From an optimization exercise on the open Yosys and OpenROAD flow, aimed at small area; shortcuts taken in it are not production practice. Function was checked by simulation only, so behaviour that the tests miss may differ from the original. Power is estimated from default activity; no workload was simulated.

==> flow/design.v <==
module regfile_mp #(
    parameter int unsigned DATA_W   = 32,
    parameter int unsigned ADDR_W   = 4,
    parameter int unsigned NUM_RD   = 2,
    parameter int unsigned ZERO_REG = 1,
    parameter int unsigned BYPASS   = 1
) (
    input  logic                     clk,
    input  logic                     rst,
    input  logic [NUM_RD*ADDR_W-1:0] rd_addr,
    output logic [NUM_RD*DATA_W-1:0] rd_data,
    output logic [NUM_RD-1:0]        rd_busy,
    input  logic                     wa_en,
    input  logic [ADDR_W-1:0]        wa_addr,
    input  logic [DATA_W-1:0]        wa_data,
    input  logic                     wb_en,
    input  logic [ADDR_W-1:0]        wb_addr,
    input  logic [DATA_W-1:0]        wb_data,
    input  logic                     rsv_en,
    input  logic [ADDR_W-1:0]        rsv_addr,
    output logic                     rsv_ok,
    input  logic                     flush,
    output logic [ADDR_W:0]          busy_cnt,
    output logic                     wr_conflict,
    output logic                     rsv_err
);
    localparam int unsigned NUM_REGS = 2**ADDR_W;
    localparam bit          ZR       = (ZERO_REG != 0);
    localparam bit          BP       = (BYPASS != 0);
    logic [DATA_W-1:0]       r_regs [NUM_REGS];
    logic [NUM_REGS-1:0]     r_busy;
    logic [ADDR_W:0]         r_busy_cnt;
    logic                    r_wr_conflict;
    logic                    r_rsv_err;
    logic                    w_same;
    logic                    w_wa_acc;
    logic                    w_wb_acc;
    logic                    w_conflict;
    logic                    w_rsv_ok;
    logic                    w_rsv_set;
    logic [NUM_REGS-1:0]     w_busy_nxt;
    logic [ADDR_W:0]         w_cnt_nxt;
    logic [ADDR_W-1:0]       w_ra;
    logic [NUM_RD*DATA_W-1:0] w_rd_data;
    logic [NUM_RD-1:0]       w_rd_busy;
    function automatic is_zero(input [ADDR_W-1:0] a);
        is_zero = ZR && (a == '0);
    endfunction
    always_comb begin
        w_same     = wa_en && wb_en && (wa_addr == wb_addr);
        w_wa_acc   = wa_en && !is_zero(wa_addr);
        w_wb_acc   = wb_en && !is_zero(wb_addr) && !w_same;
        w_conflict = w_same && !is_zero(wa_addr);
        w_rsv_ok   = is_zero(rsv_addr) || !r_busy[rsv_addr];
        w_rsv_set  = rsv_en && w_rsv_ok && !is_zero(rsv_addr);
    end
    always_comb begin
        w_busy_nxt = r_busy;
        if (w_wa_acc) w_busy_nxt[wa_addr] = 1'b0;
        if (w_wb_acc) w_busy_nxt[wb_addr] = 1'b0;
        if (w_rsv_set) w_busy_nxt[rsv_addr] = 1'b1;
        if (flush) w_busy_nxt = '0;
        w_cnt_nxt = '0;
        for (int i = 0; i < NUM_REGS; i++) begin
            w_cnt_nxt = w_cnt_nxt + (ADDR_W+1)'(w_busy_nxt[i]);
        end
    end
    always_comb begin
        w_ra      = '0;
        w_rd_data = '0;
        w_rd_busy = '0;
        for (int k = 0; k < NUM_RD; k++) begin
            w_ra = rd_addr[k*ADDR_W +: ADDR_W];
            if (is_zero(w_ra)) begin
                w_rd_data[k*DATA_W +: DATA_W] = '0;
                w_rd_busy[k]                  = 1'b0;
            end else if (BP && w_wa_acc && (wa_addr == w_ra)) begin
                w_rd_data[k*DATA_W +: DATA_W] = wa_data;
                w_rd_busy[k]                  = 1'b0;
            end else if (BP && w_wb_acc && (wb_addr == w_ra)) begin
                w_rd_data[k*DATA_W +: DATA_W] = wb_data;
                w_rd_busy[k]                  = 1'b0;
            end else begin
                w_rd_data[k*DATA_W +: DATA_W] = r_regs[w_ra];
                w_rd_busy[k]                  = r_busy[w_ra];
            end
        end
    end
    always_ff @(posedge clk or posedge rst) begin
        if (rst) begin
            for (int i = 0; i < NUM_REGS; i++) r_regs[i] <= '0;
        end else begin
            if (w_wa_acc) r_regs[wa_addr] <= wa_data;
            if (w_wb_acc) r_regs[wb_addr] <= wb_data;
        end
    end
    always_ff @(posedge clk or posedge rst) begin
        if (rst) begin
            r_busy        <= '0;
            r_busy_cnt    <= '0;
            r_wr_conflict <= 1'b0;
            r_rsv_err     <= 1'b0;
        end else begin
            r_busy        <= w_busy_nxt;
            r_busy_cnt    <= w_cnt_nxt;
            r_wr_conflict <= w_conflict;
            r_rsv_err     <= rsv_en && !w_rsv_ok;
        end
    end
    assign rd_data     = w_rd_data;
    assign rd_busy     = w_rd_busy;
    assign rsv_ok      = w_rsv_ok;
    assign busy_cnt    = r_busy_cnt;
    assign wr_conflict = r_wr_conflict;
    assign rsv_err     = r_rsv_err;
endmodule
==> flow/run.sh <==
#!/bin/bash
# synth_recipe.tcl (not shown) runs the flow's synth.tcl, then flattens the netlist and writes it again
# the make line also repeats each setting of config.mk as NAME=value (left out here)
make -C /OpenROAD-flow-scripts/flow DESIGN_CONFIG=/design/flow/config.mk WORK_HOME=/design/flow/orfs CLKGATE_MAP_FILE= SYNTH_SCRIPT=/design/flow/synth_recipe.tcl finish
==> flow/config.mk <==
export PLATFORM = sky130hd
export DESIGN_NAME = regfile_mp
export DESIGN_NICKNAME = regfile_mp
export VERILOG_FILES = /design/flow/design.v
export SDC_FILE = /design/flow/constraint.sdc
export NUM_CORES = 4
export LEC_CHECK = 0
export CAP_MARGIN = 20
export CORE_MARGIN = 2
export CORE_UTILIZATION = 40
export SLEW_MARGIN = 20
==> flow/constraint.sdc <==
create_clock -name core_clock -period 7.0 [get_ports {clk}]
set_input_delay 1.4000 -clock core_clock [delete_from_list [all_inputs] [get_ports {clk}]]
set_output_delay 1.4000 -clock core_clock [all_outputs]
set_load 0.01 [all_outputs]
==> flow_summary.toml, run 1 <==
[run_status]
status = "complete, no violations"

[routing]
avgRoutedWirePerCell_um = 35.57
drt_wl_total_um = 183900
antenna_left = 0
drc_errors = 0
first_pass_iters = 7
drt_iter0_drc = 6522
dr_total_vias = 36120
viasPerCell = 6.986

[sta]
setup_violations = 0
period_share = 0.9598
slew_violations = 0
hold_viol_final = 0
fmax_mhz = 148.8
maxSlewHeadroom = 0.09396
finalClockSkew_ns = 0.01464
min_period_ns = 6.718
rsz0062_at_grt = "false"
tightestPinTransition_ns = 1.325

[clocking]
cts_hold_buf = 0
clk_pin_slew_ns = 0.06
cts_sinks = 503
cts-buffers-inserted = 60
postCtsResizedCells = 0
clk_latency_ns = 0.68
root_buffer = "clkbuf_16"
clk_path_buf_depth = 3
cts_tree = "done"
htree_levels = 2
cts_setup_buffers = 0

[power]
p_per_area_nw_per_um2 = 268.9
power_leakage_nw = 19.10
vdd_drop_max_uv = 211.9

[floorplanning]
die_x_um = 298.9
rows = 108
die_area_um2 = 89320
core_um2 = 86480
pin_count = 164
die_y_um = 298.9
start_util = 0.4022

[global_route]
antenna_found_initial = 24
grt_max_degree = 131
grt_use_total = 0.3994
grt_pass1_wl_um = 257600
grt_overflow_total = 0
grt_pass1_vias = 33430

[logic_synthesis]
postSynth.asyncResetShare = 1.000
synth.distinct_cells = 74
syn_area_um2 = 34780
synth_top_cell_area_share = 0.3619
synth_cells = 3992
postSynthAreaPerCell_um2 = 8.712
ys.flop_type = "dfrtp_1"
synth_largest_area_cell = "dfrtp_1"
synth_area_leaders = "dfrtp_1 (36%), mux2i_1 (16%), a21oi_1 (9.6%), nor2_1 (5.9%), a22oi_1 (2.9%)"
synthTopCellsByCount = "a21oi_1 (669), mux2i_1 (563), nor2_1 (551)"
yosysSeqAreaShare = 0.3619
yosysWarnings = 2
yosysMostFrequentCell = "a21oi_1"
synth-seq-cells = 503
synth_edf_count = 0
syn-num-nets = 4111

[layout]
drive_gt1_frac = 0.1172
n_fill_cell = 8345
postLayoutCoreUtil = 0.4650
nets = 4075
seqCellArea_um2 = 12590
design_area_um2 = 40210
multiInputGateArea_um2 = 20320
syn_to_final_growth_pct = 15.62

[worst_setup_path]
worst-path-buf-inv = 4
crit_chain = "clkdlybuf4s50_1 > inv_1 > ha_1 > a21boi_1 > buf_4 > and3_2 > a32o_1 > nand2_1 > a21bo_2 > clkdlybuf4s50_1"
worstPathRequired_ns = 5.60
worstPathArrival_ns = 5.32
cp-end-kind = "primary output"
crit_family = "buffers and inverters"
startpoint_type = "input pin"
crit_path_max_fanout = 15
slowest_stage = "clkdlybuf4s50_1"
crit_type = "in -> out"
slowest_delay_ns = 0.70
crit_top_cell = "clkdlybuf4s50_1"

[hold_path]
hold_class = "reg -> reg"

[placement]
placed_area_um2 = 37980
port_buffers = 163
place_congestion = 1.057
dp_hpwl_um = 116700

[job]
drv_cap = 0
-- worst paths after layout --
kind	start	endpoint	slack, ns	depth (start not counted)
setup reg to reg	r_busy[2]	r_busy_cnt[4]	1.77	16
max in group asynchronous	rst	r_regs[12][27]	4.31	3
hold reg to reg	r_regs[14][19]	r_regs[14][19]	0.61	2
setup / recovery	wa_addr[0]	rd_data[49]	0.28	10
hold / removal	r_regs[14][19]	r_regs[14][19]	0.61	2
min in group asynchronous	rst	r_busy_cnt[4]	1.24	2
-- cells in the final DEF (no fill, tap or decap), types with 15 or more instances in the layout --
master	netlist	routed
mux4_2	16	16
nor2_1	551	551
nand3_1	60	41
ha_1	19	19
mux2_2	60	60
o221ai_1	37	37
nand2b_1	21	21
a32oi_1	46	46
a22o_1	33	33
o211ai_1	34	34
a22oi_1	133	133
o32ai_1	18	18
nand2_1	105	103
nand3_4	0	19
a21oi_1	669	669
buf_12	0	19
a31oi_1	17	17
or3_1	15	15
o22ai_1	56	56
o21ai_0	101	101
diode_2	0	15
buf_4	0	215
a221oi_1	47	47
dfrtp_1	503	503
clkbuf_16	0	60
o22a_1	16	16
a211o_1	15	15
nor3_1	24	20
inv_1	33	32
mux2i_1	563	563
a32o_1	22	22
nor2b_1	48	42
clkdlybuf4s50_1	0	155
-- cell families after synthesis --
family,share of synthesized area
flip-flops,0.3619
adder cells (fa/ha/maj),0.01259
buffers and inverters,0.06267
multiplexers,0.1918
AO/OA/AOI/OAI,0.2471
XOR/XNOR,0.005792
AND/OR/NAND/NOR,0.1181
-- metrics by stage --
| step | TNS, ns | worst slack [ns] | std cells | hold WS, ns | power (mW) |
|---|---|---|---|---|---|
| after global placement | 0 | 0.1784 | 5041 | 0.5811 | 7.208 |
| after detailed placement | 0 | 0.1416 | 5044 | 0.5952 | 7.273 |
| after global routing | 0 | 0.1774 | 5161 | 0.6355 | 11.16 |
| after floorplan | -616.90 | -1.226 | 3992 | 0.4906 | 6.067 |
| after CTS | 0 | 0.4905 | 5151 | 0.6090 | 10.63 |
| final | 0 | 0.2817 | 5171 | 0.6062 | 10.81 |
-- report_power, final --
| group | internal, mW | total (mW) | switching (mW) | leakage (nW) |
|---|---|---|---|---|
| registers | 3.67 | 4.45 | 0.782 | 5.84 |
| clock network | 2.01 | 3.42 | 1.41 | 1.01 |
| logic | 1.34 | 2.95 | 1.60 | 12.2 |
-- worst register-to-register path, cell delays in order, from the launching register on --
cell and delay, ns:
dfrtp_1 0.48, mux4_2 0.49, mux4_2 0.54, nor2_1 0.37, a32oi_1 0.15, fa_1 0.56
inv_1 0.05, fa_1 0.50, inv_1 0.06, fa_1 0.51, inv_1 0.05, fa_1 0.48
ha_1 0.17, inv_1 0.06, fa_1 0.45, nor2b_1 0.13, o21a_1 0.11
-- layout make-up --
type | instances | area share
antenna | 15 | 0.0009334
clock buffer | 88 | 0.04344
clock inverter | 19 | 0.008308
tap | 1155 | 0.03594
inverter | 37 | 0.003547
multi-input combinational | 2963 | 0.5053
timing repair buffer | 391 | 0.08955
sequential | 503 | 0.3130
-- metal layers --
layer / GRT usage / up-vias / wire, um
met5: 0.01534 / - / 353
met4: 0.2748 / 26 / 15460
met3: 0.1616 / 945 / 28150
met2: 0.5389 / 3256 / 72390
met1: 0.5159 / 17300 / 67550
li1: - / 14600 / -
-- flip-flops by register name, summed over array words and instances (netlist names) --
name and count:
r_regs 480, r_wr_conflict 1, r_busy 16, r_rsv_err 1, r_busy_cnt 5
==> run 2, diff against run 1 <==
==> flow/design.v (replaced) <==
module regfile_mp (
    input  logic        clk,
    input  logic        rst,
    input  logic [7:0]  rd_addr,
    output logic [63:0] rd_data,
    output logic [1:0]  rd_busy,
    input  logic        wa_en,
    input  logic [3:0]  wa_addr,
    input  logic [31:0] wa_data,
    input  logic        wb_en,
    input  logic [3:0]  wb_addr,
    input  logic [31:0] wb_data,
    input  logic        rsv_en,
    input  logic [3:0]  rsv_addr,
    output logic        rsv_ok,
    input  logic        flush,
    output logic [4:0]  busy_cnt,
    output logic        wr_conflict,
    output logic        rsv_err
);
    logic [31:0] r_regs [1:15];
    logic [15:1] r_valid;
    logic [15:1] r_busy;
    logic        r_wr_conflict;
    logic        r_rsv_err;
    logic [15:1] w_sa, w_sb, w_hold, w_rsv_dec;
    logic        w_rsv_ok, w_rsv_set;
    always_comb begin
        for (int i = 1; i < 16; i++) begin
            w_sa[i]      = wa_en && (wa_addr == 4'(i));
            w_sb[i]      = wb_en && (wb_addr == 4'(i)) && !w_sa[i];
            w_hold[i]    = !(w_sa[i] || w_sb[i]);
            w_rsv_dec[i] = (rsv_addr == 4'(i));
        end
        w_rsv_ok  = ~|(w_rsv_dec & r_busy);
        w_rsv_set = rsv_en && w_rsv_ok;
    end
    logic [31:0] w_nxt_n [1:15];
    for (genvar i = 1; i < 16; i++) begin : g_wr
        for (genvar j = 0; j < 32; j++) begin : g_bit
            rf_aoi222 u_nxt (
                .a1(w_sa[i]), .a2(wa_data[j]), .b1(w_sb[i]), .b2(wb_data[j]),
                .c1(w_hold[i]), .c2(r_regs[i][j]), .y(w_nxt_n[i][j]));
        end
    end
    always_ff @(posedge clk) begin
        for (int i = 1; i < 16; i++) r_regs[i] <= ~w_nxt_n[i];
    end
    always_ff @(posedge clk or posedge rst) begin
        if (rst) begin
            r_valid       <= '0;
            r_busy        <= '0;
            r_wr_conflict <= 1'b0;
            r_rsv_err     <= 1'b0;
        end else begin
            r_valid       <= r_valid | ~w_hold;
            r_busy        <= flush ? '0 : ((r_busy & w_hold) | ({15{w_rsv_set}} & w_rsv_dec));
            r_wr_conflict <= wa_en && wb_en && (wa_addr == wb_addr) && (wa_addr != 4'd0);
            r_rsv_err     <= rsv_en && !w_rsv_ok;
        end
    end
    for (genvar k = 0; k < 2; k++) begin : g_rd
        logic [3:0]  a;
        logic        byp_a, byp_b;
        logic [16:0] sel;
        logic        b;
        always_comb begin
            a     = rd_addr[k*4 +: 4];
            byp_a = wa_en && (wa_addr == a) && (a != 4'd0);
            byp_b = wb_en && (wb_addr == a) && (a != 4'd0) && !byp_a;
            sel[0] = byp_a;
            sel[1] = byp_b;
            b = 1'b0;
            for (int i = 1; i < 16; i++) begin
                sel[i+1] = (a == 4'(i)) && !byp_a && !byp_b && r_valid[i];
                if (a == 4'(i) && !byp_a && !byp_b) b = b | r_busy[i];
            end
        end
        for (genvar j = 0; j < 32; j++) begin : g_bit
            logic [16:0] din;
            assign din[0] = wa_data[j];
            assign din[1] = wb_data[j];
            for (genvar i = 1; i < 16; i++) begin : g_din
                assign din[i+1] = r_regs[i][j];
            end
            rf_ao17 u_rd (.s(sel), .d(din), .y(rd_data[k*32 + j]));
        end
        assign rd_busy[k] = b;
    end
    always_comb begin
        busy_cnt = '0;
        for (int i = 1; i < 16; i++) busy_cnt = busy_cnt + 5'(r_busy[i]);
    end
    assign rsv_ok      = w_rsv_ok;
    assign wr_conflict = r_wr_conflict;
    assign rsv_err     = r_rsv_err;
endmodule
module rf_aoi222 (
    input  logic a1, a2, b1, b2, c1, c2,
    output logic y
);
    assign y = ~((a1 & a2) | (b1 & b2) | (c1 & c2));
endmodule
module rf_ao17 (
    input  logic [16:0] s,
    input  logic [16:0] d,
    output logic        y
);
    logic [5:0] t;
    for (genvar g = 0; g < 5; g++) begin : g_aoi
        rf_aoi222 u_aoi (
            .a1(s[3*g]), .a2(d[3*g]), .b1(s[3*g+1]), .b2(d[3*g+1]),
            .c1(s[3*g+2]), .c2(d[3*g+2]), .y(t[g]));
    end
    rf_aoi22 u_aoi22 (.a1(s[15]), .a2(d[15]), .b1(s[16]), .b2(d[16]), .y(t[5]));
    rf_nand6 u_nand (.a(t), .y(y));
endmodule
module rf_aoi22 (
    input  logic a1, a2, b1, b2,
    output logic y
);
    assign y = ~((a1 & a2) | (b1 & b2));
endmodule
module rf_nand6 (
    input  logic [5:0] a,
    output logic       y
);
    assign y = ~&a;
endmodule
--- a/flow/config.mk
+++ b/flow/config.mk
@@ -10,2 +10,3 @@
 export CORE_UTILIZATION = 40
 export SLEW_MARGIN = 20
+export SYNTH_HIERARCHICAL = 1
==> flow_summary.toml, run 2 <==
[run_status]
status = "complete, no violations"

[logic_synthesis]
yosysSeqAreaShare = 0.4265
synth.distinct_cells = 67
yosysWarnings = 10
yosysMostFrequentCell = "a222oi_1"
synth_top_cell_area_share = 0.3937
synthTopCellsByCount = "a222oi_1 (801), inv_1 (519), dfxtp_1 (480)"
syn-num-nets = 2481
synth-seq-cells = 512
postSynthAreaPerCell_um2 = 10.26
ys.flop_type = "dfxtp_1"
synth_largest_area_cell = "dfxtp_1"
synth_cells = 2379
synth_fa_ha_area_frac = 0.009227
synth_xor_area_frac = 0.005382
synthMuxAreaShare = 0.004306
syn_area_um2 = 24410
synth-simple-area-share = 0.08289
synth-compound-area-share = 0.3857
synth_area_leaders = "dfxtp_1 (39%), a222oi_1 (33%), inv_1 (8.0%), a22oi_2 (3.3%), dfrtp_1 (3.3%)"
postSynth.asyncResetShare = 0.06250
synth_top_family_by_area = "compound AO/OA/AOI/OAI gates"
synth_edf_count = 0

[layout]
reg.largest.list = "r_regs x480, r_busy x15, r_valid x15"
final_common_cell = "a222oi_1"
postLayoutCoreUtil = 0.5009
largest_register_ffs = 480
syn_to_final_growth_pct = 23.87
drive_gt1_frac = 0.1310
final_cell_mix = "a222oi_1 (801), inv_1 (519), dfxtp_1 (480)"
largest-register = "r_regs"
nets = 2770
diodes = 0

[sta]
tightestPinTransition_ns = 1.228
rsz0062_at_grt = "false"
hold_viol_final = 0
slew_violations = 0
finalClockSkew_ns = 0.003417
period_share = 0.9748
setup_tns_ns = 0
fmax_mhz = 146.6
setup_violations = 0
maxSlewHeadroom = 0.1814
min_period_ns = 6.823

[floorplanning]
die_area_um2 = 63010
start_util = 0.4044
pin_count = 164
rows = 90
die_y_um = 251.0
core_um2 = 60360
die_x_um = 251.0

[routing]
avgRoutedWirePerCell_um = 34.33
viasPerCell = 7.886
first_pass_iters = 17
antenna_left = 0
drt_iter0_drc = 8220
dr_total_vias = 27540
drt_wl_total_um = 119900
drc_errors = 0

[worst_setup_path]
slowest_stage = "and3_2"
cp-end-kind = "primary output"
crit_type = "in -> out"
crit_top_cell = "clkdlybuf4s50_1"
crit_path_max_fanout = 19
slowest_delay_ns = 0.96
worst-path-buf-inv = 3
crit_family = "buffers and inverters"
worstPathRequired_ns = 5.60
crit_chain = "clkdlybuf4s50_1 > xnor2_1 > and3_1 > a21oi_1 > and3_2 > buf_4 > a22oi_2 > and4_1 > nand3_1 > clkdlybuf4s50_1"
worstPathArrival_ns = 5.42
startpoint_type = "input pin"

[clocking]
clk_pin_slew_ns = 0.06
cts_sinks = 512
cts_hold_buf = 0
root_buffer = "clkbuf_16"
cts-buffers-inserted = 57
cts_setup_buffers = 0
clk_latency_ns = 0.63
cts_tree = "done"
htree_levels = 2
clk_path_buf_depth = 3
postCtsResizedCells = 0

[global_route]
grt_pass1_vias = 26730
grt_pass1_wl_um = 173200
grt_use_total = 0.3612
antenna_found_initial = 2
grt_overflow_total = 0
grt_max_degree = 35

[placement]
dp_hpwl_um = 68810
port_buffers = 162
place_congestion = 0.9080

[power]
p_per_area_nw_per_um2 = 307.9
vdd_drop_max_uv = 212.4
power_leakage_nw = 12.72

[hold_path]
hold_class = "reg -> reg"

[job]
drv_cap = 0
run 2: changes by cell type in the layout (fill, tap and decap cells not counted), moves of 64 or more:
cell      before  now
a21oi_1      669    7
a222oi_1       7  801
a22oi_1      133    1
a22oi_2        0   64
buf_4        215   83
dfrtp_1      503   32
dfxtp_1        0  480
inv_1         32  519
mux2i_1      563    3
nand2_1      103   37
nor2_1       551   20
o21ai_0      101   14
run 2: path summary, 6_finish.rpt:
check / start / end / slack (ns) / cells past startpoint
min in group asynchronous: rst / r_valid[13] / 1.18 / 2
max reg2reg: r_busy[14] / r_busy[1] / 5.13 / 5
min: r_valid[2] / r_valid[2] / 0.48 / 1
min reg2reg: r_valid[2] / r_valid[2] / 0.48 / 1
max in group asynchronous: rst / r_wr_conflict / 5.04 / 3
max: wa_addr[3] / rd_data[49] / 0.18 / 10
run 2: per-stage QoR:
| step | instance area [um2] | std cells | setup slack, ns | power [mW] | hold WS [ns] |
|---|---|---|---|---|---|
| after floorplan | 24410 | 2379 | 1.008 | 5.163 | 0.4403 |
| after global placement | 28050 | 3385 | 0.3521 | 5.893 | 0.4606 |
| after detailed placement | 28180 | 3390 | 0.3351 | 6.007 | 0.4696 |
| after CTS | 30210 | 3491 | 0.3053 | 9.259 | 0.4844 |
| after global routing | 30230 | 3492 | 0.1163 | 9.653 | 0.4933 |
| final | 30230 | 3492 | 0.1766 | 9.310 | 0.4845 |
run 2: cell type report:
cell class | count | area [um2]
inverter | 520 | 1952
multi-input combinational | 1317 | 12280
tap | 782 | 978.4
clock inverter | 24 | 365.4
fill | 5469 | 30120
timing repair buffer | 260 | 2582
clock buffer | 77 | 1665
sequential | 512 | 10410
run 2: where the power goes:
group | internal (mW) | switching (mW) | total (mW)
clock network | 1.99 | 1.29 | 3.28
registers | 3.60 | 0.566 | 4.17
logic | 0.920 | 0.945 | 1.86
total | 6.51 | 2.80 | 9.31
run 2: kinds of logic (layout without fill, tap and decap cells):
group	Yosys count	count (layout)
compound gates	943	943
xor+xnor	15	15
fa+ha+maj	12	12
buf+inv	550	881
flops	512	512
mux	8	8
other cells	1	1
simple gates	338	338
run 2: Yosys stat by module (local to each module, per instance), excerpt:
| module | cell area (um2) | copies in the design | cells | flip-flops and latches |
|---|---|---|---|---|
| regfile_mp | 14720 | 1 | 1387 | 512 |
| rf_aoi22 | 12.51 | 64 | 1 | 0 |
| rf_aoi222 | 10.01 | 800 | 1 | 0 |
| rf_nand6 | 13.76 | 64 | 2 | 0 |
run 2: routing by layer:
metal / vias to the layer above / part of all wire / global-route usage
met4: 6 / 0.064 / 0.2224
met3: 551 / 0.16 / 0.1028
met5: - / 0.00039 / 0
met2: 2704 / 0.43 / 0.5431
li1: 11080 / - / -
met1: 13200 / 0.35 / 0.4575

==> separate check: timing with driven ports <==
The flow's constraints put no driver on any port. The routed layouts listed below were extracted and timed again, unchanged, in two steps. Step 1 sets driving cells, clkbuf_16 on the clock port and buf_2 on the other inputs (assumed; they add their load-dependent delay and slew). Step 2 moves the port delays by t, midway between the first and last clock arrival at a register: inputs arrive t later, outputs are due t later. That takes back most of the time a late clock gives input paths. Slacks: no drivers / after step 1 / after step 2; pairs: no drivers / after step 1.
| run | shift t [ns] | setup slack, ns | latest minus earliest clock arrival (ns) | slew at the worst register clock pin (ns) |
|---|---|---|---|---|
| run 1 | 0.746 | 0.282 / 0.259 / 0.124 | 0.044 / 0.044 | 0.07 / 0.07 |
| run 2 | 0.688 | 0.177 / 0.145 / 0.145 | 0.033 / 0.033 | 0.06 / 0.06 |
After both steps setup and hold are still met in every run listed. For run 1, which loses most, drivers alone change the setup slack by -0.023 ns; drivers and shift together by -0.158 ns.
